What follows belongs to an exercise in optimizing a design on an open flow for small area; a production flow would make more cautious choices.
The RTL was checked by simulation tests, not by an equivalence proof against the original design.

==> v29: inputs <==
## fp_mul_pipeline
module fp_mul_pipeline (
  input  logic        clk,
  input  logic        rst_n,
  input  logic        valid_data_in,
  input  logic [31:0] in1,
  input  logic [31:0] in2,
  input  logic [2:0]  rounding_mode,
  output logic [31:0] out,
  output logic        overflow,
  output logic        underflow,
  output logic        inexact,
  output logic        invalid_operation,
  output logic        valid_data_out
);
==> flow/config.mk <==
export PLATFORM = sky130hd
export DESIGN_NAME = fp_mul_pipeline
export DESIGN_NICKNAME = fp_mul_pipeline
export VERILOG_FILES = /design/flow/design.v
export SDC_FILE = /design/flow/constraint.sdc
export NUM_CORES = 4
export LEC_CHECK = 0
export CAP_MARGIN = 5
export CORE_MARGIN = 2
export CORE_UTILIZATION = 60
export CTS_BUF_LIST = sky130_fd_sc_hd__clkbuf_8
export PLACE_DENSITY = 0.72
export SLEW_MARGIN = 5
export SYNTH_HIERARCHICAL = 1
export SYNTH_MINIMUM_KEEP_SIZE = 0
==> flow/constraint.sdc <==
create_clock -name core_clock -period 8.0 [get_ports {clk}]
set_input_delay 1.6000 -clock core_clock [delete_from_list [all_inputs] [get_ports {clk}]]
set_output_delay 1.6000 -clock core_clock [all_outputs]
set_load 0.01 [all_outputs]
standard.sh (not shown) runs the stock make flow with config.mk's settings and CLKGATE_MAP_FILE= SYNTH_SCRIPT=/design/flow/synth_recipe.tcl, a recipe that flattens the netlist after the stock synthesis.
==> flow/flow/run.sh <==
#!/bin/bash
# Standard layout, with plain buf_1 cells as the port buffers and no dummy clock loads.
export BUFFER_PORTS_ARGS="-buffer_cell sky130_fd_sc_hd__buf_1"
export CTS_ARGS="-sink_clustering_enable -repair_clock_nets -buf_list sky130_fd_sc_hd__clkbuf_8 -dont_use_dummy_load"
bash standard.sh > standard.log 2>&1
==> v30 (differences from v29) <==
--- a/flow/design.v
+++ b/flow/design.v
@@ -25,33 +25,36 @@
   wire qn1 = x1 & f1[22], qn2 = x2 & f2[22];
   wire sn1 = nan1 & ~f1[22], sn2 = nan2 & ~f2[22];
   wire sel1 = qn1 | (~qn2 & sn1);           
   wire sel2 = nan2 & ~sel1;                 
   wire c5   = ~(nan1 | nan2) & ((inf1 & z2) | (z1 & inf2));
   wire isnan = nan1 | nan2 | c5;
   wire isinf = ~isnan & (inf1 | inf2);
-  wire spec  = z1 | z2 | x1 | x2;
   wire inv   = sn1 | sn2 | c5;
   wire psign = in1[31] ^ in2[31];
   wire sign_a = sel1 ? in1[31] : sel2 ? in2[31] : (psign & ~c5);
   logic [1:0] rt_a;
   always_comb begin
     case (rounding_mode)
       3'd1:    rt_a = 2'd1;
       3'd2:    rt_a = psign ? 2'd2 : 2'd1;
       3'd3:    rt_a = psign ? 2'd1 : 2'd2;
       3'd4:    rt_a = 2'd3;
       default: rt_a = 2'd0;
     endcase
   end
-  wire [8:0] esum = {1'b0, e1} + {1'b0, e2};
-  wire [8:0] es_a = spec ? {6'd0, inv, isinf, isnan} : esum;
+  wire [9:0] ex   = {2'b0, e1} + {2'b0, e2} - 10'd127;
+  wire       opsp = z1 | z2 | x1 | x2;
+  wire       ufs  = ~opsp & ex[9];
+  wire       ofs  = ~opsp & ~ex[9] & (ex[8] | &ex[7:0]);
+  wire       spec = opsp | ufs | ofs;
+  wire [7:0] es_a = spec ? {3'd0, ofs, ufs, inv & opsp, isinf & opsp, isnan & opsp} : ex[7:0];
   logic        v1;
   logic [22:0] m1r, m2r;
-  logic [8:0]  es1;
+  logic [7:0]  es1;
   logic        sg1, sp1, nk1;
   logic [1:0]  rt1;
   always_ff @(posedge clk or negedge rst_n) begin
     if (!rst_n) v1 <= 1'b0;
     else        v1 <= valid_data_in;
   end
   always_ff @(posedge clk) begin
@@ -1354,15 +1357,15 @@
   fa_cell u_c2064 (.a(fc1922), .b(fs1924), .c(na22), .s(fs2062), .co(fc2063));
   ha_cell u_c2067 (.a(fc1925), .b(hs1927), .s(fs2065), .co(fc2066));
   xnor_cell u_c2070 (.a(hc1928), .b(1'b0), .y(hs2068));
   or_cell u_c2071 (.a(hc1928), .b(1'b0), .y(hc2069));
   logic        v2;
   logic [25:0] pr2;       
   logic        sl2;       
-  logic [8:0]  es2;
+  logic [7:0]  es2;
   logic        sg2, sp2;
   logic [1:0]  rt2;
   always_ff @(posedge clk or negedge rst_n) begin
     if (!rst_n) v2 <= 1'b0;
     else        v2 <= v1;
   end
   always_ff @(posedge clk) begin
@@ -1383,41 +1386,40 @@
       2'd0:    inc = g & (s | mant[0]);
       2'd1:    inc = 1'b0;
       2'd2:    inc = g | s;
       default: inc = g;
     endcase
   end
   wire [23:0] mr = {1'b0, mant} + {23'd0, inc};
-  wire [9:0]  en = {1'b0, es2} + {9'd0, p47};
-  wire        uf = (en[9:7] == 3'd0);                  
-  wire [9:0]  er = en + {9'd0, mr[23]};
-  wire        of = (er >= 10'd382);                   
-  wire [7:0]  eo = er[7:0] + 8'd129;                  
-  wire nsp   = ~sp2;
-  wire nrm   = nsp & ~uf & ~of;
-  wire snan  = sp2 & es2[0];
-  wire sinf  = sp2 & es2[1];
-  wire ovf   = nsp & ~uf & of;
-  wire ovmax = ovf & (rt2 == 2'd1);
-  wire ovinf = ovf & (rt2 != 2'd1);
-  wire [7:0]  exp_o  = nrm ? eo : ((snan | sinf | ovinf) ? 8'hFF : (ovmax ? 8'hFE : 8'h00));
+  wire [8:0]  eo = {1'b0, es2} + {7'd0, p47 & mr[23], p47 ^ mr[23]};    
+  wire        nsp  = ~sp2;
+  wire        tiny = nsp & (es2 == 8'd0) & ~p47;
+  wire        huge = nsp & (eo[8] | (&eo[7:0]));
+  wire        ufa  = tiny | (sp2 & es2[3]);
+  wire        ofa  = huge | (sp2 & es2[4]);
+  wire        nrm  = nsp & ~tiny & ~huge;
+  wire        snan = sp2 & es2[0];
+  wire        sinf = sp2 & es2[1];
+  wire        ovmax = ofa & (rt2 == 2'd1);
+  wire        ovinf = ofa & (rt2 != 2'd1);
+  wire [7:0]  exp_o  = nrm ? eo[7:0] : ((snan | sinf | ovinf) ? 8'hFF : (ovmax ? 8'hFE : 8'h00));
   wire [22:0] mant_o = ((nrm | snan) ? mr[22:0] : {23{ovmax}}) | {snan, 22'd0};
   always_ff @(posedge clk or negedge rst_n) begin
     if (!rst_n) begin
       out               <= 32'd0;
       overflow          <= 1'b0;
       underflow         <= 1'b0;
       inexact           <= 1'b0;
       invalid_operation <= 1'b0;
       valid_data_out    <= 1'b0;
     end else begin
       out               <= {sg2, exp_o, mant_o};
-      overflow          <= v2 & ovf;
-      underflow         <= v2 & nsp & uf;
-      inexact           <= v2 & nsp & (uf | of | g | s);
+      overflow          <= v2 & ofa;
+      underflow         <= v2 & ufa;
+      inexact           <= v2 & (ufa | ofa | (nsp & (g | s)));
       invalid_operation <= v2 & sp2 & es2[2];
       valid_data_out    <= v2;
     end
   end
 endmodule
 module fa_cell (input logic a, input logic b, input logic c, output logic s, output logic co);
   assign s  = a ^ b ^ c;
==> v9 (differences from v29) <==
--- a/flow/design.v
+++ b/flow/design.v
@@ -25,33 +25,36 @@
   wire qn1 = x1 & f1[22], qn2 = x2 & f2[22];
   wire sn1 = nan1 & ~f1[22], sn2 = nan2 & ~f2[22];
   wire sel1 = qn1 | (~qn2 & sn1);           
   wire sel2 = nan2 & ~sel1;                 
   wire c5   = ~(nan1 | nan2) & ((inf1 & z2) | (z1 & inf2));
   wire isnan = nan1 | nan2 | c5;
   wire isinf = ~isnan & (inf1 | inf2);
-  wire spec  = z1 | z2 | x1 | x2;
   wire inv   = sn1 | sn2 | c5;
   wire psign = in1[31] ^ in2[31];
   wire sign_a = sel1 ? in1[31] : sel2 ? in2[31] : (psign & ~c5);
   logic [1:0] rt_a;
   always_comb begin
     case (rounding_mode)
       3'd1:    rt_a = 2'd1;
       3'd2:    rt_a = psign ? 2'd2 : 2'd1;
       3'd3:    rt_a = psign ? 2'd1 : 2'd2;
       3'd4:    rt_a = 2'd3;
       default: rt_a = 2'd0;
     endcase
   end
-  wire [8:0] esum = {1'b0, e1} + {1'b0, e2};
-  wire [8:0] es_a = spec ? {6'd0, inv, isinf, isnan} : esum;
+  wire [9:0] ex   = {2'b0, e1} + {2'b0, e2} - 10'd127;
+  wire       opsp = z1 | z2 | x1 | x2;
+  wire       ufs  = ~opsp & ex[9];
+  wire       ofs  = ~opsp & ~ex[9] & (ex[8] | &ex[7:0]);
+  wire       spec = opsp | ufs | ofs;
+  wire [7:0] es_a = spec ? {3'd0, ofs, ufs, inv & opsp, isinf & opsp, isnan & opsp} : ex[7:0];
   logic        v1;
   logic [22:0] m1r, m2r;
-  logic [8:0]  es1;
+  logic [7:0]  es1;
   logic        sg1, sp1, nk1;
   logic [1:0]  rt1;
   always_ff @(posedge clk or negedge rst_n) begin
     if (!rst_n) v1 <= 1'b0;
     else        v1 <= valid_data_in;
   end
   always_ff @(posedge clk) begin
@@ -1354,15 +1357,15 @@
   fa_cell u_c2064 (.a(fc1922), .b(fs1924), .c(na22), .s(fs2062), .co(fc2063));
   ha_cell u_c2067 (.a(fc1925), .b(hs1927), .s(fs2065), .co(fc2066));
   xnor_cell u_c2070 (.a(hc1928), .b(1'b0), .y(hs2068));
   or_cell u_c2071 (.a(hc1928), .b(1'b0), .y(hc2069));
   logic        v2;
   logic [25:0] pr2;       
   logic        sl2;       
-  logic [8:0]  es2;
+  logic [7:0]  es2;
   logic        sg2, sp2;
   logic [1:0]  rt2;
   always_ff @(posedge clk or negedge rst_n) begin
     if (!rst_n) v2 <= 1'b0;
     else        v2 <= v1;
   end
   always_ff @(posedge clk) begin
@@ -1383,41 +1386,40 @@
       2'd0:    inc = g & (s | mant[0]);
       2'd1:    inc = 1'b0;
       2'd2:    inc = g | s;
       default: inc = g;
     endcase
   end
   wire [23:0] mr = {1'b0, mant} + {23'd0, inc};
-  wire [9:0]  en = {1'b0, es2} + {9'd0, p47};
-  wire        uf = (en[9:7] == 3'd0);                  
-  wire [9:0]  er = en + {9'd0, mr[23]};
-  wire        of = (er >= 10'd382);                   
-  wire [7:0]  eo = er[7:0] + 8'd129;                  
-  wire nsp   = ~sp2;
-  wire nrm   = nsp & ~uf & ~of;
-  wire snan  = sp2 & es2[0];
-  wire sinf  = sp2 & es2[1];
-  wire ovf   = nsp & ~uf & of;
-  wire ovmax = ovf & (rt2 == 2'd1);
-  wire ovinf = ovf & (rt2 != 2'd1);
-  wire [7:0]  exp_o  = nrm ? eo : ((snan | sinf | ovinf) ? 8'hFF : (ovmax ? 8'hFE : 8'h00));
+  wire [8:0]  eo = {1'b0, es2} + {7'd0, p47 & mr[23], p47 ^ mr[23]};    
+  wire        nsp  = ~sp2;
+  wire        tiny = nsp & (es2 == 8'd0) & ~p47;
+  wire        huge = nsp & (eo[8] | (&eo[7:0]));
+  wire        ufa  = tiny | (sp2 & es2[3]);
+  wire        ofa  = huge | (sp2 & es2[4]);
+  wire        nrm  = nsp & ~tiny & ~huge;
+  wire        snan = sp2 & es2[0];
+  wire        sinf = sp2 & es2[1];
+  wire        ovmax = ofa & (rt2 == 2'd1);
+  wire        ovinf = ofa & (rt2 != 2'd1);
+  wire [7:0]  exp_o  = nrm ? eo[7:0] : ((snan | sinf | ovinf) ? 8'hFF : (ovmax ? 8'hFE : 8'h00));
   wire [22:0] mant_o = ((nrm | snan) ? mr[22:0] : {23{ovmax}}) | {snan, 22'd0};
   always_ff @(posedge clk or negedge rst_n) begin
     if (!rst_n) begin
       out               <= 32'd0;
       overflow          <= 1'b0;
       underflow         <= 1'b0;
       inexact           <= 1'b0;
       invalid_operation <= 1'b0;
       valid_data_out    <= 1'b0;
     end else begin
       out               <= {sg2, exp_o, mant_o};
-      overflow          <= v2 & ovf;
-      underflow         <= v2 & nsp & uf;
-      inexact           <= v2 & nsp & (uf | of | g | s);
+      overflow          <= v2 & ofa;
+      underflow         <= v2 & ufa;
+      inexact           <= v2 & (ufa | ofa | (nsp & (g | s)));
       invalid_operation <= v2 & sp2 & es2[2];
       valid_data_out    <= v2;
     end
   end
 endmodule
 module fa_cell (input logic a, input logic b, input logic c, output logic s, output logic co);
   assign s  = a ^ b ^ c;
==> flow/flow/run.sh (replaced) <==
#!/bin/bash
# Standard layout, with plain buf_1 cells as the port buffers, no dummy clock loads, and
# power recovery (downsizing gates off the critical paths) after global routing.
export BUFFER_PORTS_ARGS="-buffer_cell sky130_fd_sc_hd__buf_1"
export CTS_ARGS="-sink_clustering_enable -repair_clock_nets -buf_list sky130_fd_sc_hd__clkbuf_8 -dont_use_dummy_load"
export RECOVER_POWER=100
bash standard.sh > standard.log 2>&1
GPL_TIMING_DRIVEN = 0   (was default)
==> notes.md <==
- v29 completed without violations. v9 ran to the end with violations: capacitance limit, slew limit. v30 produced a clean layout.
- Via count, lowest first: v30, v29, v9.
- Critical path depth is the same in v9 and v29.
- Count of clock-buffer cells in the layout is the same in v29 and v30.
- Between v29 and v9, the lower die area is in v9 (gap 1.2%, measured against v9).
- The lowest utilization belongs to v30, the highest to v9.
- In v9 the non-clock buffer count is lower than in v29, by 10.
- Register-to-register slack, highest first: v30, v29, v9.
- Between v29 and v9, the lower flip-flop and latch count is in v9 (gap 2).
==> figures <==
| item | v29 | v30 | v9 |
|---|---|---|---|
| ClkCell Share | 0.0119 | 0.0120 | 0.0119 |
| Worst path buffer plus inverter count | 2 | 2 | 3 |
| Fraction of layout cells with a size suffix above 1 | 0.0760 | 0.0622 | 0.0692 |
| Layout multi-input combinational cell count | 1,541 | 1,535 | 1,536 |
| Max-cap check violation count | 0 | 0 | 1 |
| Fraction of synthesized cell area taken by the top area cell type | 0.306 | 0.311 | 0.311 |
| Transition time at the pin with the least slew margin | 1240 ps | 1120 ps | 2030 ps |
| Final non-filler cell total | 2,325 | 2,319 | 2,311 |
| Critical path destination | pr2[25] | pr2[25] | pr2[22] |
| Combined global-route utilization of all metal layers | 0.362 | 0.365 | 0.347 |
| Vias post-DR | 15.2k | 15.2k | 15.3k |
| Full die area | 31,500 um^2 | 31,100 um^2 | 31,100 um^2 |
| Clk_skew | 30.5 ps | 34.3 ps | 47.6 ps |
| Core Util, Final | 0.663 | 0.659 | 0.670 |
| Total length of routed met2 wires | 25,200 um | 23,300 um | 24,500 um |
| Status | finished clean | finished clean | failed layout checks |
| Layout check failures | - | - | capacitance limit, slew limit |
| Hold Path Sink | es2[2] | es2[3] | es2[3] |
| Max FO, Critical Path | 15 | 31 | 13 |
| Met3 track demand over resource in global routing | 0.0898 | 0.118 | 0.0919 |

static timing again, ports no longer ideal:
How much do the figures lean on ideal ports? The routed layouts below were timed once more, with nothing changed but the port constraints.
Step 1: set_driving_cell puts a clkbuf_16 on clk and a buf_2 on each other input, an assumption about the parent block.
Step 2 moves the port delays by t, midway between the first and last clock arrival at a register: inputs arrive t later, outputs are due t later. That takes back most of the time a late clock gives input paths.
Slacks: ideal ports / drivers / drivers and shift; pairs: ideal ports / drivers.
| run | t, ns | setup WS [ns] | worst hold slack (ns) |
|---|---|---|---|
| v29 | 0.475 | 0.479 / 0.479 / 0.479 | 0.325 / 0.325 / 0.325 |
| v30 | 0.472 | 0.635 / 0.635 / 0.635 | 0.314 / 0.314 / 0.314 |
| v9 | 0.463 | 0.224 / 0.224 / 0.224 | 0.315 / 0.315 / 0.315 |
